This is an optimization exercise on Yosys and OpenROAD, whose aim is small area, not a production implementation. Function was checked by simulation only, so behaviour that the tests miss may differ from the original. No activity file was given, so power comes from the tool's default toggle rates.

### flow/config.mk
export PLATFORM = sky130hd
export DESIGN_NAME = wildcard_word_match_unit
export DESIGN_NICKNAME = wildcard_word_match_unit
export VERILOG_FILES = /design/flow/design.v
export SDC_FILE = /design/flow/constraint.sdc
export NUM_CORES = 4
export LEC_CHECK = 0
export CAP_MARGIN = 0
export CORE_MARGIN = 2
export CORE_UTILIZATION = 50
export CTS_BUF_LIST = sky130_fd_sc_hd__clkbuf_4
export CTS_CLUSTER_DIAMETER = 40
export CTS_CLUSTER_SIZE = 10
export PLACE_DENSITY = 0.65
export SLEW_MARGIN = 0
### flow/constraint.sdc
create_clock -name core_clock -period 10.0 [get_ports {clk}]
set_input_delay 2.0000 -clock core_clock [delete_from_list [all_inputs] [get_ports {clk}]]
set_output_delay 2.0000 -clock core_clock [all_outputs]
set_load 0.01 [all_outputs]
### flow/design.v
`default_nettype none
package wwm_pkg;
  localparam int MAX_PATTERN_DEFAULT = 32;
  localparam int COUNT_BITS_DEFAULT  = 24;
  localparam int CHAR_BITS      = 8;
  localparam int LEN_BITS       = 6;
  localparam int STAR_BITS      = 5;
  localparam int OUT_COUNT_BITS = 24;
  localparam int PAT_CHARS      = 32;
  localparam int PAT_BITS       = PAT_CHARS * CHAR_BITS;
  localparam int DATA_BITS = 64;
  localparam int ADDR_BITS = 6;
  localparam int REG_BITS  = ADDR_BITS - 3;
  localparam logic [REG_BITS-1:0] REG_PAT_A  = 3'd0;
  localparam logic [REG_BITS-1:0] REG_PAT_B  = 3'd1;
  localparam logic [REG_BITS-1:0] REG_PAT_C  = 3'd2;
  localparam logic [REG_BITS-1:0] REG_PAT_D  = 3'd3;
  localparam logic [REG_BITS-1:0] REG_LENGTH = 3'd4;
  localparam logic [REG_BITS-1:0] REG_MODE   = 3'd5;
  localparam logic [REG_BITS-1:0] REG_STAR   = 3'd6;
  localparam logic [CHAR_BITS-1:0] CHAR_QUESTION = 8'h3F;
  typedef struct packed {
    logic [PAT_BITS-1:0]  pattern_bytes;
    logic [LEN_BITS-1:0]  pattern_length;
    logic                 match_mode;
    logic [STAR_BITS-1:0] star_position;
  } cfg_t;
endpackage
`default_nettype wire
`default_nettype none
module wwm_cfg (
  input  wire logic                          clk,
  input  wire logic                          rst,
  input  wire logic                          psel,
  input  wire logic                          penable,
  input  wire logic                          pwrite,
  input  wire logic [wwm_pkg::ADDR_BITS-1:0] paddr,
  input  wire logic [wwm_pkg::DATA_BITS-1:0] pwdata,
  output logic      [wwm_pkg::DATA_BITS-1:0] prdata,
  output logic                               pready,
  output wwm_pkg::cfg_t                      cfg
);
  logic [wwm_pkg::REG_BITS-1:0]  reg_index;
  logic                          write_en;
  logic [wwm_pkg::DATA_BITS-1:0] wdata;
  logic [7:0]                    load;
  assign reg_index = paddr[wwm_pkg::ADDR_BITS-1:3];
  assign write_en  = psel & penable & pwrite;
  assign pready    = 1'b1;
  assign wdata = pwdata & {wwm_pkg::DATA_BITS{~rst}};
  for (genvar k = 0; k < 8; k++) begin : g_load
    assign load[k] = rst | (write_en & (reg_index == 3'(k)));
  end
  always_ff @(posedge clk) begin
    if (load[0]) cfg.pattern_bytes[0*64 +: 64] <= wdata;
    if (load[1]) cfg.pattern_bytes[1*64 +: 64] <= wdata;
    if (load[2]) cfg.pattern_bytes[2*64 +: 64] <= wdata;
    if (load[3]) cfg.pattern_bytes[3*64 +: 64] <= wdata;
    if (load[4]) cfg.pattern_length <= {wdata[wwm_pkg::LEN_BITS-1:1], wdata[0] | rst};
    if (load[5]) cfg.match_mode     <= wdata[0];
    if (load[6]) cfg.star_position  <= wdata[wwm_pkg::STAR_BITS-1:0];
  end
  logic [7:0] rsel;
  assign rsel = 8'(1) << reg_index;
  always_comb begin
    prdata = ({64{rsel[0]}} & cfg.pattern_bytes[0*64 +: 64])
           | ({64{rsel[1]}} & cfg.pattern_bytes[1*64 +: 64])
           | ({64{rsel[2]}} & cfg.pattern_bytes[2*64 +: 64])
           | ({64{rsel[3]}} & cfg.pattern_bytes[3*64 +: 64])
           | ({64{rsel[4]}} & wwm_pkg::DATA_BITS'(cfg.pattern_length))
           | ({64{rsel[5]}} & wwm_pkg::DATA_BITS'(cfg.match_mode))
           | ({64{rsel[6]}} & wwm_pkg::DATA_BITS'(cfg.star_position));
  end
endmodule
`default_nettype wire
`default_nettype none
module wwm_cell (
  input  wire logic                          star_mode,
  input  wire logic [wwm_pkg::CHAR_BITS-1:0] word_char,
  input  wire logic [wwm_pkg::CHAR_BITS-1:0] pat_char,
  input  wire logic                          run_in,
  output logic                               run_out
);
  assign run_out = run_in & ((word_char == pat_char) |
                             (~star_mode & (pat_char == wwm_pkg::CHAR_QUESTION)));
endmodule
`default_nettype wire
`default_nettype none
module wildcard_word_match_unit #(
  parameter int MAX_PATTERN = wwm_pkg::MAX_PATTERN_DEFAULT,
  parameter int COUNT_BITS  = wwm_pkg::COUNT_BITS_DEFAULT
) (
  input  wire logic                               clk,
  input  wire logic                               rst,
  input  wire logic                               in_valid,
  output logic                                    in_ready,
  input  wire logic [wwm_pkg::CHAR_BITS-1:0]      word_char,
  input  wire logic                               end_of_word,
  output logic                                    out_valid,
  input  wire logic                               out_ready,
  output logic                                    matched,
  output logic      [wwm_pkg::OUT_COUNT_BITS-1:0] word_number,
  output logic      [wwm_pkg::OUT_COUNT_BITS-1:0] match_count,
  input  wire logic                               psel,
  input  wire logic                               penable,
  input  wire logic                               pwrite,
  input  wire logic [wwm_pkg::ADDR_BITS-1:0]      paddr,
  input  wire logic [wwm_pkg::DATA_BITS-1:0]      pwdata,
  output logic      [wwm_pkg::DATA_BITS-1:0]      prdata,
  output logic                                    pready
);
  localparam int LB = wwm_pkg::LEN_BITS;
  localparam int CB = wwm_pkg::CHAR_BITS;
  localparam int OB = wwm_pkg::OUT_COUNT_BITS;
  localparam int NP = wwm_pkg::PAT_CHARS;
  wwm_pkg::cfg_t cfg;
  wwm_cfg u_cfg (
    .clk     (clk),
    .rst     (rst),
    .psel    (psel),
    .penable (penable),
    .pwrite  (pwrite),
    .paddr   (paddr),
    .pwdata  (pwdata),
    .prdata  (prdata),
    .pready  (pready),
    .cfg     (cfg)
  );
  logic accept;
  logic push;
  logic pop;
  logic skid_valid;
  assign in_ready = ~skid_valid;
  assign accept   = in_valid & in_ready;
  assign push     = accept & end_of_word;
  assign pop      = out_valid & out_ready;
  logic [LB-1:0] eff_len;
  logic [LB-1:0] pre_len;
  logic          star_in;
  logic          suf_any;
  always_comb begin
    eff_len = cfg.pattern_length[LB-1] ? LB'(NP) : cfg.pattern_length;
    star_in = LB'(cfg.star_position) < eff_len;
    pre_len = star_in ? LB'(cfg.star_position) : eff_len;
    suf_any = LB'(cfg.star_position) + LB'(1) < eff_len;
  end
  logic          first;
  logic          pre_done;
  logic [NP-1:0] run;
  logic          pre_done_in;
  logic [NP-1:0] run_in;
  logic [NP-1:0] run_next;
  assign pre_done_in = pre_done | (pre_len == '0);
  logic [NP-1:0] star_at;
  for (genvar i = 0; i < NP; i++) begin : g_pos
    assign star_at[i] = cfg.match_mode & (cfg.star_position == 5'(i));
    if (i == 0) begin : g_head
      assign run_in[i] = first;
    end else begin : g_link
      assign run_in[i] = run[i-1] | (star_at[i-1] & pre_done_in);
    end
    wwm_cell u_cell (
      .star_mode (cfg.match_mode),
      .word_char (word_char),
      .pat_char  (cfg.pattern_bytes[i*CB +: CB]),
      .run_in    (run_in[i]),
      .run_out   (run_next[i])
    );
  end
  logic [4:0] end_idx;
  logic [4:0] pre_idx;
  logic       run_end;
  logic       pre_end;
  logic       pre_done_next;
  logic       hit;
  always_comb begin
    end_idx       = 5'(eff_len - LB'(1));
    pre_idx       = 5'(pre_len - LB'(1));
    run_end       = run_next[end_idx];
    pre_end       = run_next[pre_idx];
    pre_done_next = pre_done_in | pre_end;
    if (cfg.match_mode) begin
      hit = suf_any ? run_end : pre_done_next;
    end else begin
      hit = (eff_len != '0) & run_end;
    end
  end
  logic keep;
  logic step;
  assign keep = ~rst & ~accept;
  assign step = ~rst & accept & ~end_of_word;
  always_ff @(posedge clk) begin
    first    <= ~step & (first | ~keep);
    pre_done <= (keep & pre_done) | (step & pre_done_next);
    run      <= ({NP{keep}} & run) | ({NP{step}} & run_next);
  end
  logic out_matched;
  logic skid_matched;
  logic load_skid;
  logic load_new;
  logic load_out;
  logic load_matched;
  logic [OB-1:0] word_num;
  logic [OB-1:0] match_num;
  assign load_skid    = skid_valid & pop;
  assign load_new     = ~skid_valid & push & (~out_valid | pop);
  assign load_out     = load_skid | load_new;
  assign load_matched = skid_valid ? skid_matched : hit;
  always_ff @(posedge clk) begin
    if (rst) begin
      out_valid  <= 1'b0;
      skid_valid <= 1'b0;
    end else if (skid_valid) begin
      if (pop) begin
        skid_valid <= 1'b0;
      end
    end else if (push) begin
      if (!out_valid || pop) begin
        out_valid <= 1'b1;
      end else begin
        skid_valid <= 1'b1;
      end
    end else if (pop) begin
      out_valid <= 1'b0;
    end
  end
  always_ff @(posedge clk) begin
    if (load_out) begin
      out_matched <= load_matched;
    end
    if (~skid_valid & push) begin
      skid_matched <= hit;
    end
  end
  always_ff @(posedge clk) begin
    if (rst) begin
      word_num <= '0;
    end else if (pop) begin
      word_num <= word_num + OB'(1);
    end
  end
  always_ff @(posedge clk) begin
    if (rst) begin
      match_num <= '0;
    end else if (load_out && load_matched && match_num != {OB{1'b1}}) begin
      match_num <= match_num + OB'(1);
    end
  end
  assign matched     = out_matched;
  assign word_number = word_num;
  assign match_count = match_num;
endmodule
`default_nettype wire
### flow/flow/run.sh
#!/bin/bash
# Layout flow: the standard ORFS flow with these changes:
#  - after the standard synthesis, the logic between registers is re-mapped
#    by ABC for area (registers keep their names, cells and connections);
#  - port buffers use the smallest buffer cell;
#  - the clock tree is built without dummy loads.
# Each tool's full output goes to a log file in this folder.
set -euo pipefail
here=$(pwd)
args=(
  "BUFFER_PORTS_ARGS=-buffer_cell sky130_fd_sc_hd__buf_1"
  "CTS_ARGS=-sink_clustering_enable -repair_clock_nets -sink_clustering_size 10 -sink_clustering_max_diameter 40 -buf_list sky130_fd_sc_hd__clkbuf_4 -dont_use_dummy_load"
)
bash standard.sh synth "${args[@]}" > make_synth.log 2>&1

res=$here/orfs/results/$FLOW_PLATFORM/wildcard_word_match_unit/base
cp "$res/1_2_yosys.v" "$here/standard_synth.v"
export RS_LIB=$FLOW_HOME/platforms/$FLOW_PLATFORM/lib/sky130_fd_sc_hd__tt_025C_1v80.lib
export RS_TOP=$FLOW_TOP
export RS_IN=$here/standard_synth.v
export RS_OUT=$here/resynth.v
export RS_SCRIPT=$here/flow/area.abc
export RS_FFS="$(grep -o 'sky130_fd_sc_hd__[a-z0-9]*df[a-z0-9_]*' "$RS_IN" | sort -u | tr '\n' ' ')"
export RS_DONTUSE="$(for c in $(sed -n '/DONT_USE_CELLS/,/^$/p' "$FLOW_HOME/platforms/$FLOW_PLATFORM/config.mk" | grep -o 'sky130_fd_sc_hd__[a-z0-9_]*'); do printf -- '-dont_use %s ' "$c"; done)"
yosys -c "$here/flow/resynth.tcl" > yosys_resynth.log 2>&1
yosys -c "$here/flow/check.tcl" > yosys_check.log 2>&1

cp "$RS_OUT" "$res/1_2_yosys.v"
rm -f "$res/1_synth.odb" "$res/1_synth.sdc"
bash standard.sh finish "${args[@]}" > make_finish.log 2>&1
### flow/flow/area.abc
&get -n
&st
&dch
&nf -R 1000 -p
&st
&syn2
&dch
&nf -R 1000 -p
&st
&syn2
&dch
&nf -R 1000 -p
&put
### flow/flow/check.tcl
# Check the re-mapped netlist on its own against the library cells.
yosys -import
read_liberty -lib $::env(RS_LIB)
read_verilog $::env(RS_OUT)
hierarchy -check -top $::env(RS_TOP)
check -assert -mapped
stat -liberty $::env(RS_LIB)
### flow/flow/resynth.tcl
# Re-map the combinational logic of the standard synthesis netlist for area.
# Every register instance keeps its name, library cell and connections: the
# register cells are read as black boxes, so only the logic between them, the
# ports and the tie cells is re-mapped by ABC.
yosys -import
set lib $::env(RS_LIB)
read_liberty -ignore_miss_func $lib
read_verilog -defer $::env(RS_IN)
hierarchy -top $::env(RS_TOP)
foreach c [split [string trim $::env(RS_FFS)] " "] { blackbox $c }
flatten
# names of wires inside the flattened library cells are not kept
yosys rename -hide {w:*.*}
opt_clean -purge
opt -full
abc -script $::env(RS_SCRIPT) -liberty $lib {*}$::env(RS_DONTUSE)
opt_clean -purge
splitnets
opt_clean -purge
hilomap -singleton -hicell sky130_fd_sc_hd__conb_1 HI -locell sky130_fd_sc_hd__conb_1 LO
insbuf -buf sky130_fd_sc_hd__buf_4 A X
check
stat -liberty $lib
# left out here: hide names made inside functions
write_verilog -noattr -nohex -nodec $::env(RS_OUT)
### flow/standard.sh
#!/bin/bash
# synth_recipe.tcl (not shown) runs the flow's synth.tcl, then flattens the netlist and writes it again
# the make line also repeats each setting of config.mk as NAME=value (left out here)
make -C /OpenROAD-flow-scripts/flow DESIGN_CONFIG=/design/flow/config.mk WORK_HOME=/design/flow/orfs CLKGATE_MAP_FILE= SYNTH_SCRIPT=/design/flow/synth_recipe.tcl "${@:-finish}"
==> impl_metrics.ini, run 1 <==
[status]
status = finished clean

[place]
io_buffer_count = 197
gp_congestion = 0.9818
dp_slack_ns = 2.713
dp_hpwl_um = 37110
dp.cells = 2253

[yosys]
syn_nets = 1665
synthesis.area_mm2 = 0.01758
syn-mean-instance-area_um2 = 11.13
netlist_instances = 1579
yosys_warnings = 2

[cts]
clkTransAtPathRegs_ns = 0.10
root_buffer = clkbuf_4
clock-sinks = 353
post_cts_buffers = 0
ctsHoldBuffers = 0
cts_resized = 0
cts_tree = yes
cts_max_level = 2
ctsLongestPathBuffers = 3
clock_latency_ns = 0.80
numCtsBuffers = 52

[drt]
ant_nets = 0
drc = 0
first_pass_iters = 10
wl_per_cell_um = 24.39
totalWireLength_um = 56250
drtIter0Drc = 1862
detail_route.vias_per_cell = 6.404
dr_total_vias = 14770

[setup_path]
start_kind = flip-flop
cpMaxStageDelayCell = edfxtp_1
cpMostUsedCell = a21oi_1
critPathLaunch = u_cfg.cfg[2]
cpPeakStageDelay_ns = 0.80
worstPathRequired_ns = 10.66
path_class = reg2reg
reg2reg_from = u_cfg.cfg[2]
worstSetupEndpointType = flip-flop
crit_arrival_ns = 7.79
critPathMaxFanout = 21

[sta]
clock_skew_ns = 0.1190
maxSlewViolCount = 0
postLayoutSetupSlackWorst_ns = 2.869
setup_viol = 0
period_share_pct = 71.31
rsz0062_at_grt = no
slew-limit-headroom_pct = 26.29
period_needed_ns = 7.131
setup_tns_ns = 0
fmax_mhz = 140.2
tightest_slew_ns = 1.106
hold_viol_final = 0
hold_ws_ns = 0.4454

[global_route]
grt_pass1_wl_um = 84710
grtUsageTotal_pct = 30.73
antenna_found_initial = 1
grt_max_degree = 69
gr-total-overflow = 0
grt_pass1_vias = 14290

[pwr]
p_leak_uw = 0.006473
peakVddDrop_mv = 0.1034
pwr_density_cell_mw_per_mm2 = 151.3

[floorplanning]
fp.coreArea_mm2 = 0.03454
start_util_pct = 50.89
num_rows = 68
die_y_um = 191.5
die-width_um = 191.5
io_pins = 202
die-area_mm2 = 0.03667

[layout]
final_util_pct = 56.46
area_growth_pct = 10.95
layoutNonFillerInstCount = 2306
finalNetCount = 1938
final_layout_size_suffix_gt1_share_pct = 5.189

[run]
maxCapViolations = 0

[hold_path]
hp-class = reg2reg
hold_start = first
-- worst max-delay path, delay by kind of cell, from the launching register on --
family          cells  cell delay (ns)
compound gates     13             2.98
simple gates       10             2.56
flops               1             0.80
buf+inv             2             0.71
-- metal layers --
metal  global-route usage [%]  wire length (µm)
met5                        0                 0
met4                    9.645              1450
met3                    6.646              5744
met2                    48.96             25940
met1                    42.03             23110
-- worst paths after layout --
check                  end  slack (ns)  cells past startpoint
max reg2reg  match_num[12]        2.87                     25
min                  first        0.45                      2
min reg2reg          first        0.45                      2
max          match_num[12]        2.87                     25
-- through the flow --
stage               total power, µW  cell area, µm²
global placement               2275           19110
CTS                            2966           19500
global route                   3080           19500
finish                         2952           19500
detailed placement             2283           19110
floorplan                      2076           17580
-- report_power, final --
group / switching, µW / leakage, µW / internal [µW]
combinational: 289 / 0.00295 / 164
sequential: 118 / 0.00328 / 1690
clock: 454 / 0.000239 / 237
total: 861 / 0.00647 / 2090
-- layout make-up --
| cell class | instances | area, µm² |
|---|---|---|
| fill | 3126 | 15040 |
| inverter | 40 | 150.1 |
| antenna | 1 | 2.502 |
| tap | 455 | 569.3 |
| clock buffer | 52 | 390.4 |
| multi-input combinational | 1184 | 7689 |
| sequential | 353 | 9769 |
| timing repair buffer | 221 | 933.4 |
-- placed cells by master, fill, tap and decap left out, types with 5 or more instances in the layout --
| cell type | count |
|---|---|
| edfxtp_1 | 270 |
| buf_1 | 188 |
| nand2_1 | 170 |
| xor2_1 | 137 |
| a21oi_1 | 88 |
| dfxtp_1 | 83 |
| nor2_1 | 77 |
| nor2b_1 | 76 |
| a222oi_1 | 69 |
| xnor2_1 | 62 |
| nor3_1 | 59 |
| clkbuf_4 | 53 |
| nor4_1 | 51 |
| nand3_1 | 42 |
| clkinv_1 | 40 |
| nand4_1 | 40 |
| o21ai_0 | 35 |
| o22ai_1 | 29 |
| and3_1 | 26 |
| buf_4 | 24 |
| a22o_1 | 23 |
| and2_0 | 18 |
| a221oi_1 | 18 |
| nand4b_1 | 17 |
| nand2b_1 | 13 |
| nor3b_1 | 10 |
| o221ai_1 | 10 |
| a31oi_1 | 8 |
| nor4b_1 | 8 |
| o21a_1 | 8 |
| clkbuf_2 | 8 |
| or3_1 | 5 |
| a211oi_1 | 5 |
-- sequential cells by signal (all words and copies together) (netlist names) --
name,count
first,1
out_matched,1
u_cfg.cfg,268
run,31
skid_valid,1
word_num,24
skid_matched,1
out_valid,1
match_num,24
pre_done,1
==> run 2: changes to the inputs <==
--- a/flow/config.mk
+++ b/flow/config.mk
@@ -8,8 +8,8 @@
 export CAP_MARGIN = 0
 export CORE_MARGIN = 2
-export CORE_UTILIZATION = 50
+export CORE_UTILIZATION = 65
 export CTS_BUF_LIST = sky130_fd_sc_hd__clkbuf_4
 export CTS_CLUSTER_DIAMETER = 40
 export CTS_CLUSTER_SIZE = 10
-export PLACE_DENSITY = 0.65
+export PLACE_DENSITY = 0.75
 export SLEW_MARGIN = 0
==> impl_metrics.ini, run 2 <==
[floorplanning]
die_y_um = 168.5
start_util_pct = 65.78
fp.coreArea_mm2 = 0.02673
die-area_mm2 = 0.02838
num_rows = 60
die-width_um = 168.5
io_pins = 202

[setup_path]
rr_worst_depth = 24
cpMaxStageDelayCell = nor2b_1
cp_num_buf_inv = 1
reg2reg_from = u_cfg.cfg[6]
worstSetupEndpointType = flip-flop
worstPathRequired_ns = 10.63
start_kind = flip-flop
critPathTopFamily = simple AND/OR/NAND/NOR gates
worstPathCellList = nor2b_1 -> o21ai_0 -> nand4_1 -> o21ai_1 -> buf_4 -> nand2b_1 -> nand2_1 -> o21ai_0 -> nor2_1 -> and2_0 -> a21oi_1 -> a21oi_1 -> o221ai_1 -> nor2_1 -> nor4b_1 -> a2111oi_0 -> a32oi_1 -> o21ai_0 -> and3_1 -> and2_0 -> nor2b_1 -> and2_0 -> nor2_1 -> a211oi_1
critPathLaunch = u_cfg.cfg[6]
critPathMaxFanout = 21
r2r-end = match_num[12]
regToRegSetupSlack_ns = 3.01
path_class = reg2reg
cpPeakStageDelay_ns = 0.81
crit_arrival_ns = 7.62

[cts]
clock_latency_ns = 0.72
clock-sinks = 353
cts_max_level = 2
ctsLongestPathBuffers = 3
cts_resized = 0
root_buffer = clkbuf_4
numCtsBuffers = 47
ctsHoldBuffers = 0
clkTransAtPathRegs_ns = 0.11
cts_tree = yes
post_cts_buffers = 0

[place]
placed_area_mm2 = 0.01897
gp_congestion = 1.021
dp_hpwl_um = 37020
io_buffer_count = 197

[global_route]
grtUsageTotal_pct = 38.53
grt_pass1_vias = 15060
grt_max_degree = 65
grt_pass1_wl_um = 84120
gr-total-overflow = 0
antenna_found_initial = 1

[drt]
drc = 0
wl_per_cell_um = 25.24
first_pass_iters = 9
drtIter0Drc = 2518
routed-wl-met3_um = 6715
detail_route.vias_per_cell = 7.020
routed.top_layer = met4
wl_met1_um = 20840
wl_met2_um = 24890
totalWireLength_um = 55240
dr_total_vias = 15360
ant_nets = 0

[sta]
slew-limit-headroom_pct = 24.38
clock_skew_ns = 0.08550
maxSlewViolCount = 0
setup_viol = 0
tightest_slew_ns = 1.124
rsz0062_at_grt = no
setup_tns_ns = 0
period_needed_ns = 6.994
fmax_mhz = 143.0
hold_viol_final = 0
period_share_pct = 69.94

[hold_path]
worstHoldEndpoint = first
hold_start = first
hp-class = reg2reg
holdPathStages = 2

[status]
status = finished clean

[yosys]
synthesis.area_mm2 = 0.01758
syn_nets = 1665
yosys_warnings = 2
syn-mean-instance-area_um2 = 11.13
netlist_instances = 1579

[layout]
largest_reg_flops = 268
reg.largest.list = u_cfg.cfg (268), run (31)
area_growth_pct = 9.936
top_register = u_cfg.cfg
layout_common_cells = edfxtp_1, buf_1, nand2_1, xor2_1, a21oi_1
final_layout_size_suffix_gt1_share_pct = 4.930
mostFrequentLayoutCell = edfxtp_1
fin_area_mm2 = 0.01933
final_util_pct = 72.31
finalNetCount = 1934

[pwr]
power_uw = 2936
pwr_density_cell_mw_per_mm2 = 151.9
peakVddDrop_mv = 0.1221
p_leak_uw = 0.006455

[run]
maxCapViolations = 0
[run 2: where the power goes]
part | total, µW | internal, µW | switching, µW
combinational | 459 | 164 | 295
sequential | 1810 | 1690 | 120
clock | 667 | 216 | 452
[run 2: worst max-delay path by stage]
stage / endpoint / slack [ns] / cells past startpoint
floorplan: prdata[10] / 1.78 / 3
global placement: match_num[12] / 2.88 / 19
detailed placement: match_num[12] / 2.65 / 21
CTS: match_num[12] / 3.20 / 24
global route: match_num[12] / 2.50 / 26
finish: match_num[12] / 3.01 / 24
[run 2: area by class of cell]
| cell class | count | area [µm²] |
|---|---|---|
| Fill cell | 1945 | 7400 |
| Tap cell | 341 | 426.7 |
| Multi-Input combinational cell | 1184 | 7684 |
| Antenna cell | 1 | 2.502 |
| Inverter | 40 | 150.1 |
| Clock buffer | 47 | 352.8 |
| Sequential cell | 353 | 9769 |
| Timing Repair Buffer | 222 | 940.9 |
[run 2: metrics by stage]
| step | hold WS, ns | cells | worst slack [ns] |
|---|---|---|---|
| floorplan | 0.4168 | 1579 | 1.779 |
| global placement | 0.4260 | 2140 | 2.876 |
| detailed placement | 0.4287 | 2140 | 2.647 |
| CTS | 0.4391 | 2187 | 3.195 |
| global route | 0.4693 | 2188 | 2.504 |
| finish | 0.4378 | 2188 | 3.006 |
[run 2: routing by layer]
metal / vias to the layer above / GRT usage (%)
met5: - / 0
met4: 0 / 18.55
met3: 262 / 7.996
met2: 1163 / 59.94
met1: 7231 / 52.36
li1: 6704 / -
[run 2: worst min-delay path: stages, from the launching register on]
cell      delay [ns]
dfxtp_1         0.31
clkinv_1        0.04
a21oi_1         0.04
==> run 3: changes to the inputs <==
==> flow/flow/area.abc (replaced) <==
&get -n
&st
&deepsyn -T 60
&dch -f
&nf -R 1000 -p -C 32
&put
==> impl_metrics.ini, run 3 <==
[status]
status = finished clean

[floorplanning]
die-width_um = 166.3
die_y_um = 166.3
fp.coreArea_mm2 = 0.02598
io_pins = 202
die-area_mm2 = 0.02766
num_rows = 59
start_util_pct = 65.90

[hold_path]
hp-class = reg2reg

[global_route]
antenna_found_initial = 1
gr-total-overflow = 0
grt_max_degree = 80
grt_pass1_vias = 14850
grtUsageTotal_pct = 38.47
grt_pass1_wl_um = 83040

[pwr]
peakVddDrop_mv = 0.1475
power_uw = 2902
p_leak_uw = 0.006185
pwr_density_cell_mw_per_mm2 = 153.5

[cts]
cts_resized = 0
post_cts_buffers = 0
ctsLongestPathBuffers = 3
clock-sinks = 353
clkTransAtPathRegs_ns = 0.10
root_buffer = clkbuf_4
numCtsBuffers = 47
cts_tree = yes
cts_max_level = 2
ctsHoldBuffers = 0
clock_latency_ns = 0.71

[drt]
totalWireLength_um = 54870
ant_nets = 0
dr_total_vias = 15300
drc = 0
first_pass_iters = 10
detail_route.vias_per_cell = 7.185
drtIter0Drc = 2495
wl_per_cell_um = 25.77

[run]
maxCapViolations = 0

[yosys]
synthesis.area_mm2 = 0.01712
yosys_warnings = 2
syn-mean-instance-area_um2 = 11.28
syn_nets = 1604
netlist_instances = 1518

[layout]
reg.largest.list = u_cfg.cfg (268), run (31)
top_register = u_cfg.cfg
n_fill_cell = 1868
area_growth_pct = 10.41
finalNetCount = 1880
mostFrequentLayoutCell = edfxtp_1
layout_common_cells = edfxtp_1, buf_1, nand2_1, a21oi_1, dfxtp_1
layoutNonFillerInstCount = 2129
final_layout_size_suffix_gt1_share_pct = 5.190
largest_reg_flops = 268

[sta]
hold_viol_final = 0
slew-limit-headroom_pct = 29.13
period_needed_ns = 8.332
tightest_slew_ns = 1.063
period_share_pct = 83.32
clock_skew_ns = 0.07001
setup_tns_ns = 0
fmax_mhz = 120.0
rsz0062_at_grt = no
maxSlewViolCount = 0
setup_viol = 0

[setup_path]
worstPathRequired_ns = 10.62
path_class = in2reg
crit_arrival_ns = 8.95
start_kind = input pin
worstSetupEndpointType = flip-flop
critPathMaxFanout = 21

[place]
dp_hpwl_um = 36460
gp_congestion = 1.030
io_buffer_count = 197
dp.cells = 2080
run 3: critical path: stages:
cell       delay [ns]
buf_1            0.08
buf_4            0.40
clkinv_1         0.63
buf_4            0.44
o2bb2ai_1        0.16
nor4_1           0.22
a41oi_1          0.19
nor2_1           0.26
o21ai_0          0.12
a21oi_1          0.16
a31oi_1          0.05
o21ai_0          0.20
a21oi_1          0.07
a31oi_1          0.25
nor2_1           0.07
o32ai_1          0.61
mux2i_1          0.21
nor4_1           0.50
and3_1           0.35
nor2b_1          0.31
and2_0           0.24
nor2b_1          0.33
nor2b_1          0.38
nand3_1          0.17
nor2_1           0.24
a21oi_1          0.12
o21a_1           0.14
run 3: stage by stage:
step | worst slack, ns | cell area (µm²) | hold WS (ns) | util, %
finish | 1.668 | 18910 | 0.4606 | 72.76
CTS | 2.006 | 18900 | 0.4578 | 72.74
global route | 1.112 | 18910 | 0.4861 | 72.76
floorplan | 1.729 | 17120 | 0.4253 | -
detailed placement | 1.267 | 18550 | 0.4436 | 71.38
global placement | 1.470 | 18550 | 0.4347 | 71.38
run 3: worst paths after layout:
path	start	to	slack [ns]	cells past startpoint
hold reg to reg	run[28]	run[28]	0.46	2
setup / recovery	word_char[4]	match_num[22]	1.67	27
setup reg to reg	u_cfg.cfg[0]	match_num[22]	2.44	24
hold / removal	run[28]	run[28]	0.46	2
run 3: report_power, final:
part / total [µW] / switching, µW / internal (µW)
logic: 421 / 268 / 153
registers: 1810 / 124 / 1690
clock network: 668 / 452 / 216
total: 2900 / 844 / 2060
run 3: cell type report:
class | count | area [µm²] | area share, %
sequential | 353 | 9769 | 51.67
timing repair buffer | 229 | 988.4 | 5.228
inverter | 51 | 191.4 | 1.013
multi-input combinational | 1112 | 7181 | 37.98
clock buffer | 47 | 352.8 | 1.866
tap | 335 | 419.2 | 2.217
antenna | 2 | 5.005 | 0.02647
run 3: metal layers:
layer	vias to the layer above	GRT usage, %	part of all wire (%)
met4	0	19.23	5.3
met5	-	0	0
met1	7145	49.87	36
met2	1231	60.64	45
li1	6656	-	-
met3	264	9.986	13
==> run 4: changes to the inputs <==
--- a/flow/design.v
+++ b/flow/design.v
@@ -168,20 +168,18 @@
     );
   end
-  logic [4:0] end_idx;
-  logic [4:0] pre_idx;
-  logic       run_end;
-  logic       pre_end;
-  logic       pre_done_next;
-  logic       hit;
+  logic [NP:0] run_up;
+  logic        run_end;
+  logic        pre_end;
+  logic        pre_done_next;
+  logic        hit;
+  assign run_up = {run_next, 1'b0};
   always_comb begin
-    end_idx       = 5'(eff_len - LB'(1));
-    pre_idx       = 5'(pre_len - LB'(1));
-    run_end       = run_next[end_idx];
-    pre_end       = run_next[pre_idx];
+    run_end       = run_up[eff_len];
+    pre_end       = run_up[pre_len];
     pre_done_next = pre_done_in | pre_end;
     if (cfg.match_mode) begin
       hit = suf_any ? run_end : pre_done_next;
     end else begin
-      hit = (eff_len != '0) & run_end;
+      hit = run_end;
     end
   end
--- a/flow/flow/run.sh
+++ b/flow/flow/run.sh
@@ -2,5 +2,6 @@
 # Layout flow: the standard ORFS flow with these changes:
 #  - after the standard synthesis, the logic between registers is re-mapped
-#    by ABC for area (registers keep their names, cells and connections);
+#    by ABC for area (registers keep their names, cells and connections),
+#    from four seeds, keeping the smallest result;
 #  - port buffers use the smallest buffer cell;
 #  - the clock tree is built without dummy loads.
@@ -19,9 +20,24 @@
 export RS_TOP=$FLOW_TOP
 export RS_IN=$here/standard_synth.v
-export RS_OUT=$here/resynth.v
-export RS_SCRIPT=$here/flow/area.abc
 export RS_FFS="$(grep -o 'sky130_fd_sc_hd__[a-z0-9]*df[a-z0-9_]*' "$RS_IN" | sort -u | tr '\n' ' ')"
 export RS_DONTUSE="$(for c in $(sed -n '/DONT_USE_CELLS/,/^$/p' "$FLOW_HOME/platforms/$FLOW_PLATFORM/config.mk" | grep -o 'sky130_fd_sc_hd__[a-z0-9_]*'); do printf -- '-dont_use %s ' "$c"; done)"
-yosys -c "$here/flow/resynth.tcl" > yosys_resynth.log 2>&1
+# ABC's resynthesis is run from four random seeds at once; the smallest
+# netlist is kept.
+for s in 0 1 2 3; do
+  RS_OUT=$here/resynth$s.v RS_SCRIPT=$here/flow/area$s.abc \
+    yosys -c "$here/flow/resynth.tcl" > yosys_resynth$s.log 2>&1 &
+done
+wait
+best=
+best_area=
+for s in 0 1 2 3; do
+  a=$(grep "Chip area for module" yosys_resynth$s.log | tail -1 | awk '{print $NF}')
+  if [[ -n "$a" && -s $here/resynth$s.v ]] && { [[ -z "$best" ]] || awk -v a="$a" -v b="$best_area" 'BEGIN{exit !(a < b)}'; }; then
+    best=$s
+    best_area=$a
+  fi
+done
+echo "resynthesis seeds: kept $best, area $best_area" > resynth_choice.log
+export RS_OUT=$here/resynth$best.v
 yosys -c "$here/flow/check.tcl" > yosys_check.log 2>&1
 
==> flow/flow/area0.abc (new file) <==
&get -n
&st
&deepsyn -T 60 -S 1
&dch -f
&nf -R 1000 -p -C 32
&put
==> flow/flow/area1.abc (new file) <==
&get -n
&st
&deepsyn -T 60 -S 18
&dch -f
&nf -R 1000 -p -C 32
&put
==> flow/flow/area2.abc (new file) <==
&get -n
&st
&deepsyn -T 60 -S 35
&dch -f
&nf -R 1000 -p -C 32
&put
==> flow/flow/area3.abc (new file) <==
&get -n
&st
&deepsyn -T 60 -S 52
&dch -f
&nf -R 1000 -p -C 32
&put
removed: flow/flow/area.abc
==> impl_metrics.ini, run 4 <==
[floorplanning]
die_y_um = 166.0
num_rows = 59
io_pins = 202
die-area_mm2 = 0.02756
fp.coreArea_mm2 = 0.02591
start_util_pct = 65.86
die-width_um = 166.0

[setup_path]
critPathLaunch = word_char[4]
start_kind = input pin
worstSetupEndpointType = flip-flop
reg2reg_from = u_cfg.cfg[0]
path_class = in2reg
crit_arrival_ns = 9.00
worstPathRequired_ns = 10.65
rr_worst_depth = 31
critPathMaxFanout = 13

[sta]
setup_viol = 0
period_needed_ns = 8.354
period_share_pct = 83.54
maxSlewViolCount = 0
tightest_slew_ns = 1.058
rsz0062_at_grt = no
slew-limit-headroom_pct = 29.35
hold_ws_ns = 0.4455
postLayoutSetupSlackWorst_ns = 1.646
setup_tns_ns = 0
hold_viol_final = 0
fmax_mhz = 119.7
clock_skew_ns = 0.1151

[pwr]
p_leak_uw = 0.006179
peakVddDrop_mv = 0.1090
pwr_density_cell_mw_per_mm2 = 152.3

[drt]
ant_nets = 0
first_pass_iters = 8
dr_total_vias = 15170
drtIter0Drc = 2570
totalWireLength_um = 53680
drc = 0
detail_route.vias_per_cell = 7.185
wl_per_cell_um = 25.43

[hold_path]
hold_start = first
holdPathStages = 2
hp-class = reg2reg

[place]
gp_congestion = 0.9978
io_buffer_count = 197
dp_hpwl_um = 36060
dp_slack_ns = 1.054

[cts]
ctsHoldBuffers = 0
clkTransAtPathRegs_ns = 0.10
root_buffer = clkbuf_4
cts_tree = yes
ctsLongestPathBuffers = 3
clock_latency_ns = 0.73
cts_max_level = 2
cts_resized = 0
post_cts_buffers = 0
numCtsBuffers = 47
clock-sinks = 353

[yosys]
synthesis.area_mm2 = 0.01706
yosys_warnings = 2
syn_nets = 1583
netlist_instances = 1497
syn-mean-instance-area_um2 = 11.40

[layout]
reg.largest.list = u_cfg.cfg (268), run (31)
area_growth_pct = 10.57
finalNetCount = 1859
final_layout_size_suffix_gt1_share_pct = 5.308
layout_common_cells = edfxtp_1, buf_1, nand2_1, xor2_1, dfxtp_1
mostFrequentLayoutCell = edfxtp_1
top_register = u_cfg.cfg
largest_reg_flops = 268
n_fill_cell = 1855

[global_route]
grt_max_degree = 67
grtUsageTotal_pct = 37.59
gr-total-overflow = 0
grt_pass1_vias = 14540
antenna_found_initial = 1
grt_pass1_wl_um = 80970

[run]
maxCapViolations = 0

[status]
status = finished clean
-- run 4: path summary, 6_finish.rpt --
| check | slack (ns) | to |
|---|---|---|
| setup / recovery | 1.65 | match_num[22] |
| hold / removal | 0.45 | first |
| setup reg to reg | 1.76 | match_num[22] |
| hold reg to reg | 0.45 | first |
-- run 4: per-layer routing --
metal / track usage (%) / vias up / wire, µm
met1: 50.49 / 7132 / 19810
met4: 18.11 / 0 / 2772
li1: - / 6557 / -
met5: 0 / - / 0
met2: 59.05 / 1227 / 24200
met3: 7.841 / 251 / 6890
-- run 4: cell type report --
class	instances	area (µm²)	share of cell area, %
flip-flops and latches	353	9769	51.78
multi-input cells	1097	7158	37.94
repair buffers	228	982.2	5.206
well taps	335	419.2	2.222
clock buffers	47	352.8	1.870
inverters	46	172.7	0.9152
diodes	5	12.51	0.06632
-- run 4: through the flow --
| stage | power (µW) | instances | instance area [µm²] | utilization [%] |
|---|---|---|---|---|
| after CTS | 2857 | 2106 | 18850 | 72.77 |
| after floorplan | 2039 | 1497 | 17060 | - |
| after global routing | 2963 | 2111 | 18870 | 72.81 |
| after detailed placement | 2229 | 2059 | 18500 | 71.40 |
| after global placement | 2216 | 2059 | 18500 | 71.40 |
| final | 2873 | 2111 | 18870 | 72.81 |
-- run 4: power breakdown --
| group | internal [µW] | total [µW] | leakage (µW) | switching, µW |
|---|---|---|---|---|
| clock network | 215 | 658 | 0.000216 | 443 |
| registers | 1690 | 1810 | 0.00328 | 119 |
| logic | 146 | 406 | 0.00268 | 260 |
-- run 4: critical path, stage by stage --
cell and delay, ns:
clkbuf_2 0.47, clkinv_1 0.79, o2bb2ai_1 0.33, nor4_1 0.33, nand4_1 0.15, a21oi_1 0.43, a22oi_1 0.16, nand3_1 0.14
a21oi_1 0.07, o31ai_1 0.23, a31oi_1 0.06, o21ai_0 0.24, o21ai_0 0.27, o21ai_0 0.29, and3_1 0.22, and3_1 0.24
nor2b_1 0.24, and2_0 0.28, and3_1 0.23, and2_0 0.27, and3_1 0.26, and4_1 0.30, and3_1 0.23, and3_1 0.27
nand4_1 0.16, nor2b_1 0.16, nor3_1 0.15
==> run 5: changes to the inputs <==
--- a/flow/flow/run.sh
+++ b/flow/flow/run.sh
@@ -11,5 +11,5 @@
 args=(
   "BUFFER_PORTS_ARGS=-buffer_cell sky130_fd_sc_hd__buf_1"
-  "CTS_ARGS=-sink_clustering_enable -repair_clock_nets -sink_clustering_size 10 -sink_clustering_max_diameter 40 -buf_list sky130_fd_sc_hd__clkbuf_4 -dont_use_dummy_load"
+  "CTS_ARGS=-sink_clustering_enable -repair_clock_nets -sink_clustering_size 20 -sink_clustering_max_diameter 50 -buf_list sky130_fd_sc_hd__clkbuf_8 -dont_use_dummy_load"
 )
 bash standard.sh synth "${args[@]}" > make_synth.log 2>&1
--- a/flow/config.mk
+++ b/flow/config.mk
@@ -9,7 +9,7 @@
 export CORE_MARGIN = 2
 export CORE_UTILIZATION = 65
-export CTS_BUF_LIST = sky130_fd_sc_hd__clkbuf_4
-export CTS_CLUSTER_DIAMETER = 40
-export CTS_CLUSTER_SIZE = 10
+export CTS_BUF_LIST = sky130_fd_sc_hd__clkbuf_8
+export CTS_CLUSTER_DIAMETER = 50
+export CTS_CLUSTER_SIZE = 20
 export PLACE_DENSITY = 0.75
 export SLEW_MARGIN = 0
==> impl_metrics.ini, run 5 <==
[hold_path]
hp-class = reg2reg
worstHoldEndpoint = first
holdPathStages = 2
hold_start = first

[pwr]
p_leak_uw = 0.006186
power_uw = 2927
peakVddDrop_mv = 0.1460
pwr_density_cell_mw_per_mm2 = 154.7

[sta]
hold_viol_final = 0
setup_viol = 0
slew-limit-headroom_pct = 28.54
period_needed_ns = 8.467
maxSlewViolCount = 0
setup_tns_ns = 0
hold_ws_ns = 0.4443
period_share_pct = 84.67
clock_skew_ns = 0.04871
tightest_slew_ns = 1.072
rsz0062_at_grt = no
fmax_mhz = 118.1

[drt]
drtIter0Drc = 2420
first_pass_iters = 10
totalWireLength_um = 53530
dr_total_vias = 15010
ant_nets = 0
wl_per_cell_um = 25.61
detail_route.vias_per_cell = 7.179
drc = 0

[global_route]
grt_pass1_wl_um = 80740
grt_max_degree = 67
grt_pass1_vias = 14410
gr-total-overflow = 0
antenna_found_initial = 0
grtUsageTotal_pct = 37.37

[run]
maxCapViolations = 0

[layout]
mostFrequentLayoutCell = edfxtp_1
reg.largest.list = u_cfg.cfg (268), run (31)
diodes = 0
area_growth_pct = 10.93
top_register = u_cfg.cfg
largest_reg_flops = 268
final_layout_size_suffix_gt1_share_pct = 4.444
finalNetCount = 1843
layout_common_cells = edfxtp_1, buf_1, nand2_1, xor2_1, dfxtp_1

[setup_path]
critPathLaunch = word_char[4]
path_class = in2reg
regToRegSetupSlack_ns = 1.81
worstPathRequired_ns = 10.54
r2r-end = match_num[22]
rr_worst_depth = 31
worstSetupEndpointType = flip-flop
crit_arrival_ns = 9.01
critPathMaxFanout = 13
reg2reg_from = u_cfg.cfg[0]
start_kind = input pin

[floorplanning]
die-width_um = 166.0
io_pins = 202
start_util_pct = 65.86
die_y_um = 166.0
die-area_mm2 = 0.02756
fp.coreArea_mm2 = 0.02591
num_rows = 59

[cts]
numCtsBuffers = 31
clkTransAtPathRegs_ns = 0.08
ctsHoldBuffers = 0
clock_latency_ns = 0.63
root_buffer = clkbuf_8
cts_resized = 0
cts_tree = yes
post_cts_buffers = 0
ctsLongestPathBuffers = 3
clock-sinks = 353
cts_max_level = 1

[yosys]
yosys_warnings = 2
syn-mean-instance-area_um2 = 11.40
netlist_instances = 1497
synthesis.area_mm2 = 0.01706
syn_nets = 1583

[place]
dp_hpwl_um = 36060
io_buffer_count = 197
gp_congestion = 0.9978

[status]
status = finished clean
[run 5: worst max path at each step]
| stage | cells after the start | end | slack (ns) |
|---|---|---|---|
| finish | 27 | match_num[22] | 1.53 |
| global route | 27 | match_num[22] | 1.12 |
| CTS | 27 | match_num[22] | 1.69 |
| detailed placement | 27 | match_num[22] | 1.05 |
| global placement | 27 | match_num[22] | 1.29 |
| floorplan | 3 | prdata[45] | 1.81 |
[run 5: layout make-up]
cell class / instances / area [µm²]
Fill cell: 1842 / 6983
Clock buffer: 31 / 426.7
Inverter: 46 / 172.7
Tap cell: 335 / 419.2
Sequential cell: 353 / 9769
Timing Repair Buffer: 228 / 982.2
Multi-Input combinational cell: 1097 / 7158
[run 5: power breakdown]
| group | leakage, µW | switching, µW | internal [µW] |
|---|---|---|---|
| combinational | 0.00268 | 260 | 146 |
| clock | 0.000223 | 438 | 274 |
| sequential | 0.00328 | 118 | 1690 |
| total | 0.00619 | 817 | 2110 |
[run 5: worst max-delay path, cell delays in order]
cell and delay [ns]:
clkbuf_2 0.48, clkinv_1 0.78, o2bb2ai_1 0.33, nor4_1 0.33, nand4_1 0.15, a21oi_1 0.45, a22oi_1 0.16, nand3_1 0.14
a21oi_1 0.07, o31ai_1 0.23, a31oi_1 0.06, o21ai_0 0.25, o21ai_0 0.26, o21ai_0 0.27, and3_1 0.22, and3_1 0.24
nor2b_1 0.25, and2_0 0.28, and3_1 0.23, and2_0 0.28, and3_1 0.26, and4_1 0.30, and3_1 0.23, and3_1 0.26
nand4_1 0.16, nor2b_1 0.16, nor3_1 0.15
[run 5: routing by layer]
metal / share of wire, % / routed length [µm] / GRT usage, % / vias up
met3: 13 / 6707 / 6.745 / 211
li1: - / - / - / 6508
met2: 46 / 24570 / 59.95 / 1175
met4: 4.2 / 2251 / 15.35 / 0
met1: 37 / 20000 / 50.94 / 7111
met5: 0 / 0 / 0 / -
[run 5: stage by stage]
| stage | util [%] | setup WS [ns] | cell area, µm² | cells |
|---|---|---|---|---|
| 5_1_grt | 73.05 | 1.123 | 18930 | 2090 |
| 3_5_place_dp | 71.40 | 1.054 | 18500 | 2059 |
| 3_3_place_gp | 71.40 | 1.290 | 18500 | 2059 |
| 4_1_cts | 73.05 | 1.687 | 18930 | 2090 |
| 6_report | 73.05 | 1.533 | 18930 | 2090 |
| 2_1_floorplan | - | 1.810 | 17060 | 1497 |
==> run 6: changes to the inputs <==
--- a/flow/design.v
+++ b/flow/design.v
@@ -48,16 +48,23 @@
   assign write_en  = psel & penable & pwrite;
   assign pready    = 1'b1;
-  assign wdata = pwdata & {wwm_pkg::DATA_BITS{~rst}};
+  logic [7:0] take;
+  logic [7:0] keep;
   for (genvar k = 0; k < 8; k++) begin : g_load
     assign load[k] = rst | (write_en & (reg_index == 3'(k)));
-  end
-  always_ff @(posedge clk) begin
-    if (load[0]) cfg.pattern_bytes[0*64 +: 64] <= wdata;
-    if (load[1]) cfg.pattern_bytes[1*64 +: 64] <= wdata;
-    if (load[2]) cfg.pattern_bytes[2*64 +: 64] <= wdata;
-    if (load[3]) cfg.pattern_bytes[3*64 +: 64] <= wdata;
-    if (load[4]) cfg.pattern_length <= {wdata[wwm_pkg::LEN_BITS-1:1], wdata[0] | rst};
-    if (load[5]) cfg.match_mode     <= wdata[0];
-    if (load[6]) cfg.star_position  <= wdata[wwm_pkg::STAR_BITS-1:0];
+    assign take[k] = ~rst & write_en & (reg_index == 3'(k));
+    assign keep[k] = ~load[k];
+  end
+  assign wdata = pwdata;
+  always_ff @(posedge clk) begin
+    for (int k = 0; k < 4; k++) begin
+      cfg.pattern_bytes[k*64 +: 64] <= ({64{take[k]}} & wdata)
+                                     | ({64{keep[k]}} & cfg.pattern_bytes[k*64 +: 64]);
+    end
+    cfg.pattern_length <= ({wwm_pkg::LEN_BITS{take[4]}} & wdata[wwm_pkg::LEN_BITS-1:0])
+                        | ({wwm_pkg::LEN_BITS{keep[4]}} & cfg.pattern_length)
+                        | wwm_pkg::LEN_BITS'(rst);
+    cfg.match_mode     <= (take[5] & wdata[0]) | (keep[5] & cfg.match_mode);
+    cfg.star_position  <= ({wwm_pkg::STAR_BITS{take[6]}} & wdata[wwm_pkg::STAR_BITS-1:0])
+                        | ({wwm_pkg::STAR_BITS{keep[6]}} & cfg.star_position);
   end
   logic [7:0] rsel;
--- a/flow/flow/run.sh
+++ b/flow/flow/run.sh
@@ -11,5 +11,5 @@
 args=(
   "BUFFER_PORTS_ARGS=-buffer_cell sky130_fd_sc_hd__buf_1"
-  "CTS_ARGS=-sink_clustering_enable -repair_clock_nets -sink_clustering_size 20 -sink_clustering_max_diameter 50 -buf_list sky130_fd_sc_hd__clkbuf_8 -dont_use_dummy_load"
+  "CTS_ARGS=-sink_clustering_enable -repair_clock_nets -sink_clustering_size 10 -sink_clustering_max_diameter 40 -buf_list sky130_fd_sc_hd__clkbuf_4 -dont_use_dummy_load"
 )
 bash standard.sh synth "${args[@]}" > make_synth.log 2>&1
--- a/flow/config.mk
+++ b/flow/config.mk
@@ -8,8 +8,8 @@
 export CAP_MARGIN = 0
 export CORE_MARGIN = 2
-export CORE_UTILIZATION = 65
-export CTS_BUF_LIST = sky130_fd_sc_hd__clkbuf_8
-export CTS_CLUSTER_DIAMETER = 50
-export CTS_CLUSTER_SIZE = 20
-export PLACE_DENSITY = 0.75
+export CORE_UTILIZATION = 75
+export CTS_BUF_LIST = sky130_fd_sc_hd__clkbuf_4
+export CTS_CLUSTER_DIAMETER = 40
+export CTS_CLUSTER_SIZE = 10
+export PLACE_DENSITY = 0.85
 export SLEW_MARGIN = 0
==> impl_metrics.ini, run 6 <==
[sta]
rsz0062_at_grt = no
clock_skew_ns = 0.06823
setup_viol = 0
hold_viol_final = 0
maxSlewViolCount = 0
slew-limit-headroom_pct = 32.99
tightest_slew_ns = 1.005
period_share_pct = 82.18
setup_tns_ns = 0
fmax_mhz = 121.7
period_needed_ns = 8.218

[pwr]
comb_power_share_pct = 9.5
switching_share_pct = 27.26
p_sw_uw = 631.6
p_leak_uw = 0.006419
p_int_uw = 1685
pwr_density_cell_mw_per_mm2 = 127.7
p_clk_share_pct = 28.7
pwr-share-seq_pct = 61.8
peakVddDrop_mv = 0.1169
power_uw = 2317

[drt]
detail_route.vias_per_cell = 7.958
dr_total_vias = 17950
wl_met1_um = 20500
wl_per_cell_um = 26.62
wl_met2_um = 25820
routed-wl-met3_um = 9767
ant_nets = 0
drtIter0Drc = 2812
first_pass_iters = 17
totalWireLength_um = 60020
routed.top_layer = met4
drc = 0

[layout]
layout_common_cells = dfxtp_1, a22o_1, buf_1, nand2_1, a21oi_1
seq_area_mm2 = 0.007087
reg.largest.list = u_cfg.cfg (268), run (31)
n_fill_cell = 1259
final_layout_size_suffix_gt1_share_pct = 4.967
finalNetCount = 2061
top_register = u_cfg.cfg
area_growth_pct = 10.89
mostFrequentLayoutCell = dfxtp_1
largest_reg_flops = 268
multiInputGateArea_mm2 = 0.009179

[global_route]
antenna_found_initial = 1
grt_pass1_vias = 17300
grt_pass1_wl_um = 91290
gr-total-overflow = 0
grtUsageTotal_pct = 50.40
grt_max_degree = 66

[hold_path]
holdPathStages = 2
worstHoldEndpoint = run[16]
hold_start = run[16]
hp-class = reg2reg

[setup_path]
crit_arrival_ns = 8.76
regToRegSetupSlack_ns = 2.61
worstPathRequired_ns = 10.54
critPathMaxFanout = 20
start_kind = input pin
worstSetupEndpointType = flip-flop
rr_worst_depth = 27
reg2reg_from = u_cfg.cfg[6]
path_class = in2reg
r2r-end = match_num[22]

[cts]
cts_tree = yes
cts_max_level = 2
clock_latency_ns = 0.71
ctsLongestPathBuffers = 3
ctsHoldBuffers = 0
clkTransAtPathRegs_ns = 0.10
post_cts_buffers = 0
root_buffer = clkbuf_4
numCtsBuffers = 45
cts_resized = 0
clock-sinks = 353

[status]
status = finished clean

[floorplanning]
start_util_pct = 75.66
die_y_um = 151.7
io_pins = 202
die-width_um = 151.7
fp.coreArea_mm2 = 0.02162
die-area_mm2 = 0.02301
num_rows = 54

[run]
maxCapViolations = 0

[yosys]
syn-mean-instance-area_um2 = 9.639
yosys_warnings = 2
syn_nets = 1783
netlist_instances = 1697
synthesis.area_mm2 = 0.01636

[place]
dp_hpwl_um = 38140
io_buffer_count = 197
gp_congestion = 1.101
run 6: worst max path at each step:
| stage | endpoint | depth (start not counted) | slack, ns | from |
|---|---|---|---|---|
| after global placement | match_num[22] | 25 | 1.76 | word_char[0] |
| final | match_num[22] | 27 | 1.78 | word_char[7] |
| after detailed placement | match_num[22] | 27 | 1.42 | word_char[7] |
| after CTS | match_num[22] | 27 | 2.12 | word_char[7] |
| after global routing | match_num[23] | 26 | 1.42 | word_char[0] |
| after floorplan | u_cfg.cfg[140] | 5 | 1.06 | paddr[4] |
run 6: per-layer routing:
layer	GRT usage [%]	up-vias
met5	0	-
li1	-	7466
met4	31.62	0
met1	62.06	8194
met2	75.50	1827
met3	17.46	459
run 6: power by group through the flow:
stage               combinational (µW)  clock (µW)  sequential, µW
global placement                   198           0            1460
detailed placement                 204           0            1460
floorplan                         98.9           0            1460
global route                       226         703            1430
CTS                                205         655            1430
finish                             220         666            1430
run 6: worst max-delay path, cell delays in order:
cell,delay [ns]
buf_1,0.07
buf_4,0.40
clkinv_1,0.57
buf_4,0.42
a22oi_1,0.19
o221ai_1,0.14
nor3_1,0.26
nand4_1,0.17
a21oi_1,0.45
a222oi_1,0.20
a32o_1,0.31
nand2_1,0.08
a221o_1,0.18
mux2i_1,0.14
o21ai_0,0.23
and3_1,0.24
and3_1,0.24
and3_1,0.26
and3_1,0.25
and3_1,0.22
and2_0,0.29
nand3_1,0.14
nor3_1,0.45
and3_1,0.27
and2_0,0.26
and3_1,0.22
nor3_1,0.05
run 6: stage by stage:
stage | cells | hold WS [ns] | instance area (µm²) | setup slack [ns] | util (%)
finish | 2255 | 0.4672 | 18140 | 1.782 | 83.90
global route | 2255 | 0.4885 | 18140 | 1.421 | 83.90
CTS | 2253 | 0.4581 | 18130 | 2.118 | 83.88
detailed placement | 2208 | 0.4437 | 17800 | 1.420 | 82.31
global placement | 2208 | 0.4395 | 17800 | 1.764 | 82.31
floorplan | 1697 | 0.4254 | 16360 | 1.057 | -
run 6: area by class of cell:
class                   instances  area share [%]
flip-flops and latches        353           39.07
clock buffers                  45           1.862
repair buffers                232           5.559
well taps                     280           1.931
diodes                          2         0.02759
inverters                      46          0.9519
multi-input cells            1297           50.60
==> run 7: changes to the inputs <==
--- a/flow/config.mk
+++ b/flow/config.mk
@@ -8,8 +8,8 @@
 export CAP_MARGIN = 0
 export CORE_MARGIN = 2
-export CORE_UTILIZATION = 75
+export CORE_UTILIZATION = 65
 export CTS_BUF_LIST = sky130_fd_sc_hd__clkbuf_4
 export CTS_CLUSTER_DIAMETER = 40
 export CTS_CLUSTER_SIZE = 10
-export PLACE_DENSITY = 0.85
+export PLACE_DENSITY = 0.75
 export SLEW_MARGIN = 0
==> impl_metrics.ini, run 7 <==
[global_route]
grt_pass1_wl_um = 92030
grt_pass1_vias = 16460
grtUsageTotal_pct = 44.11
grt_max_degree = 66
antenna_found_initial = 1
gr-total-overflow = 0

[floorplanning]
die-width_um = 162.6
start_util_pct = 65.53
io_pins = 202
num_rows = 58
fp.coreArea_mm2 = 0.02496
die-area_mm2 = 0.02645
die_y_um = 162.6

[setup_path]
cpMostUsedCell = and3_1
r2r-end = match_num[22]
path_class = in2reg
crit_arrival_ns = 8.66
worstSetupEndpointType = flip-flop
cpMaxStageDelayCell = clkinv_1
start_kind = input pin
cpPeakStageDelay_ns = 0.85
regToRegSetupSlack_ns = 2.45
reg2reg_from = u_cfg.cfg[6]
worstPathRequired_ns = 10.54
rr_worst_depth = 25
critPathMaxFanout = 28

[pwr]
p_sw_uw = 636.4
peakVddDrop_mv = 0.1204
p_leak_uw = 0.006431
pwr-share-seq_pct = 61.4
comb_power_share_pct = 9.4
p_clk_share_pct = 29.2
power_uw = 2330
pwr_density_cell_mw_per_mm2 = 127.9
switching_share_pct = 27.32
p_int_uw = 1694

[cts]
root_buffer = clkbuf_4
cts_resized = 0
clkTransAtPathRegs_ns = 0.10
post_cts_buffers = 0
ctsLongestPathBuffers = 3
cts_max_level = 2
ctsHoldBuffers = 0
clock_latency_ns = 0.72
clock-sinks = 353
numCtsBuffers = 47
cts_tree = yes

[sta]
period_needed_ns = 8.121
fmax_mhz = 123.1
hold_viol_final = 0
postLayoutSetupSlackWorst_ns = 1.879
period_share_pct = 81.21
tightest_slew_ns = 1.114
slew-limit-headroom_pct = 25.57
maxSlewViolCount = 0
hold_ws_ns = 0.4623
setup_tns_ns = 0
clock_skew_ns = 0.08302
setup_viol = 0
rsz0062_at_grt = no

[layout]
top_register = u_cfg.cfg
final_util_pct = 72.99
area_growth_pct = 11.39
finalNetCount = 2063
reg.largest.list = u_cfg.cfg (268), run (31)
largest_reg_flops = 268
layout_common_cells = dfxtp_1, a22o_1, buf_1, nand2_1, a21oi_1
mostFrequentLayoutCell = dfxtp_1
final_layout_size_suffix_gt1_share_pct = 5.114

[yosys]
syn_nets = 1783
syn-mean-instance-area_um2 = 9.639
netlist_instances = 1697
yosys_warnings = 2
synthesis.area_mm2 = 0.01636

[drt]
first_pass_iters = 9
detail_route.vias_per_cell = 7.629
drc = 0
wl_per_cell_um = 26.46
drtIter0Drc = 2749
dr_total_vias = 17610
totalWireLength_um = 61060
ant_nets = 0

[hold_path]
worstHoldEndpoint = run[27]
hold_start = run[27]
holdPathStages = 2
hp-class = reg2reg

[run]
maxCapViolations = 0

[place]
dp_hpwl_um = 39030
gp_congestion = 1.054
io_buffer_count = 197
dp_slack_ns = 1.493

[status]
status = finished clean
run 7: final cells by class:
type	count	area [µm²]
diodes	3	7.507
clock buffers	47	352.8
fillers	1967	6743
inverters	46	172.7
multi-input cells	1297	9179
flip-flops and latches	353	7087
well taps	330	412.9
repair buffers	232	1010
run 7: through the flow:
step / cells / area [µm²]
detailed placement: 2258 / 17860
finish: 2308 / 18220
CTS: 2305 / 18210
global route: 2308 / 18220
global placement: 2258 / 17860
floorplan: 1697 / 16360
run 7: worst max-delay path by stage:
| stage | startpoint | to | slack [ns] | depth (start not counted) |
|---|---|---|---|---|
| after floorplan | paddr[4] | u_cfg.cfg[140] | 1.06 | 5 |
| after global placement | word_char[7] | match_num[22] | 1.70 | 25 |
| after detailed placement | word_char[2] | match_num[22] | 1.49 | 24 |
| after CTS | word_char[2] | match_num[22] | 2.16 | 24 |
| after global routing | word_char[7] | match_num[23] | 1.42 | 26 |
| final | word_char[7] | match_num[22] | 1.88 | 25 |
run 7: routing by layer:
metal / vias to the layer above / global-route usage, % / routed length, µm
met5: - / 0 / 0
li1: 7501 / - / -
met4: 0 / 21.32 / 2937
met3: 310 / 9.473 / 9042
met2: 1550 / 67.99 / 26540
met1: 8247 / 59.15 / 22540
run 7: power groups by stage:
stage / Clock, µW / Combinational, µW / Sequential [µW]
2_1_floorplan: 0 / 98.9 / 1460
3_3_place_gp: 0 / 204 / 1460
3_5_place_dp: 0 / 207 / 1460
4_1_cts: 669 / 208 / 1430
6_report: 680 / 220 / 1430
5_1_grt: 730 / 226 / 1430
run 7: critical path: cells and delay by family:
| family | cells | cell delay [ns] |
|---|---|---|
| AOI/OAI and AO/OA | 8 | 2.21 |
| buffers and inverters | 2 | 0.98 |
| and+or+nand+nor | 14 | 3.33 |
| muxes | 1 | 0.14 |

==> re-timing with driven ports <==
Ports are ideal in the flow. The routed layouts listed here were re-timed in OpenROAD. Step 1, drivers: a clkbuf_16 drives clk and a buf_2 each remaining input, both assumed. Step 2 moves the port delays by t, midway between the first and last clock arrival at a register: inputs arrive t later, outputs are due t later. That takes back most of the time a late clock gives input paths. a / b / c = no drivers / after step 1 / after step 2; a / b = the first two.
run | t (ns) | slack for setup (ns) | hold slack, ns | pins driven straight from the clock port
run 1 | 0.788 | 2.869 / 2.869 / 2.536 | 0.445 / 0.445 / 0.445 | 1
run 2 | 0.722 | 3.006 / 3.006 / 2.504 | 0.438 / 0.438 / 0.438 | 1
run 3 | 0.731 | 1.668 / 1.691 / 0.960 | 0.461 / 0.461 / 0.461 | 1
run 4 | 0.721 | 1.646 / 1.674 / 0.953 | 0.446 / 0.446 / 0.446 | 1
run 5 | 0.651 | 1.533 / 1.560 / 0.910 | 0.444 / 0.444 / 0.444 | 1
run 6 | 0.728 | 1.782 / 1.808 / 1.080 | 0.467 / 0.467 / 0.467 | 1
run 7 | 0.734 | 1.879 / 1.902 / 1.167 | 0.462 / 0.462 / 0.462 | 1
After both steps setup and hold are still met in every run listed. For run 7, which loses most, drivers alone change the setup slack by +0.023 ns; drivers and shift together by -0.712 ns.
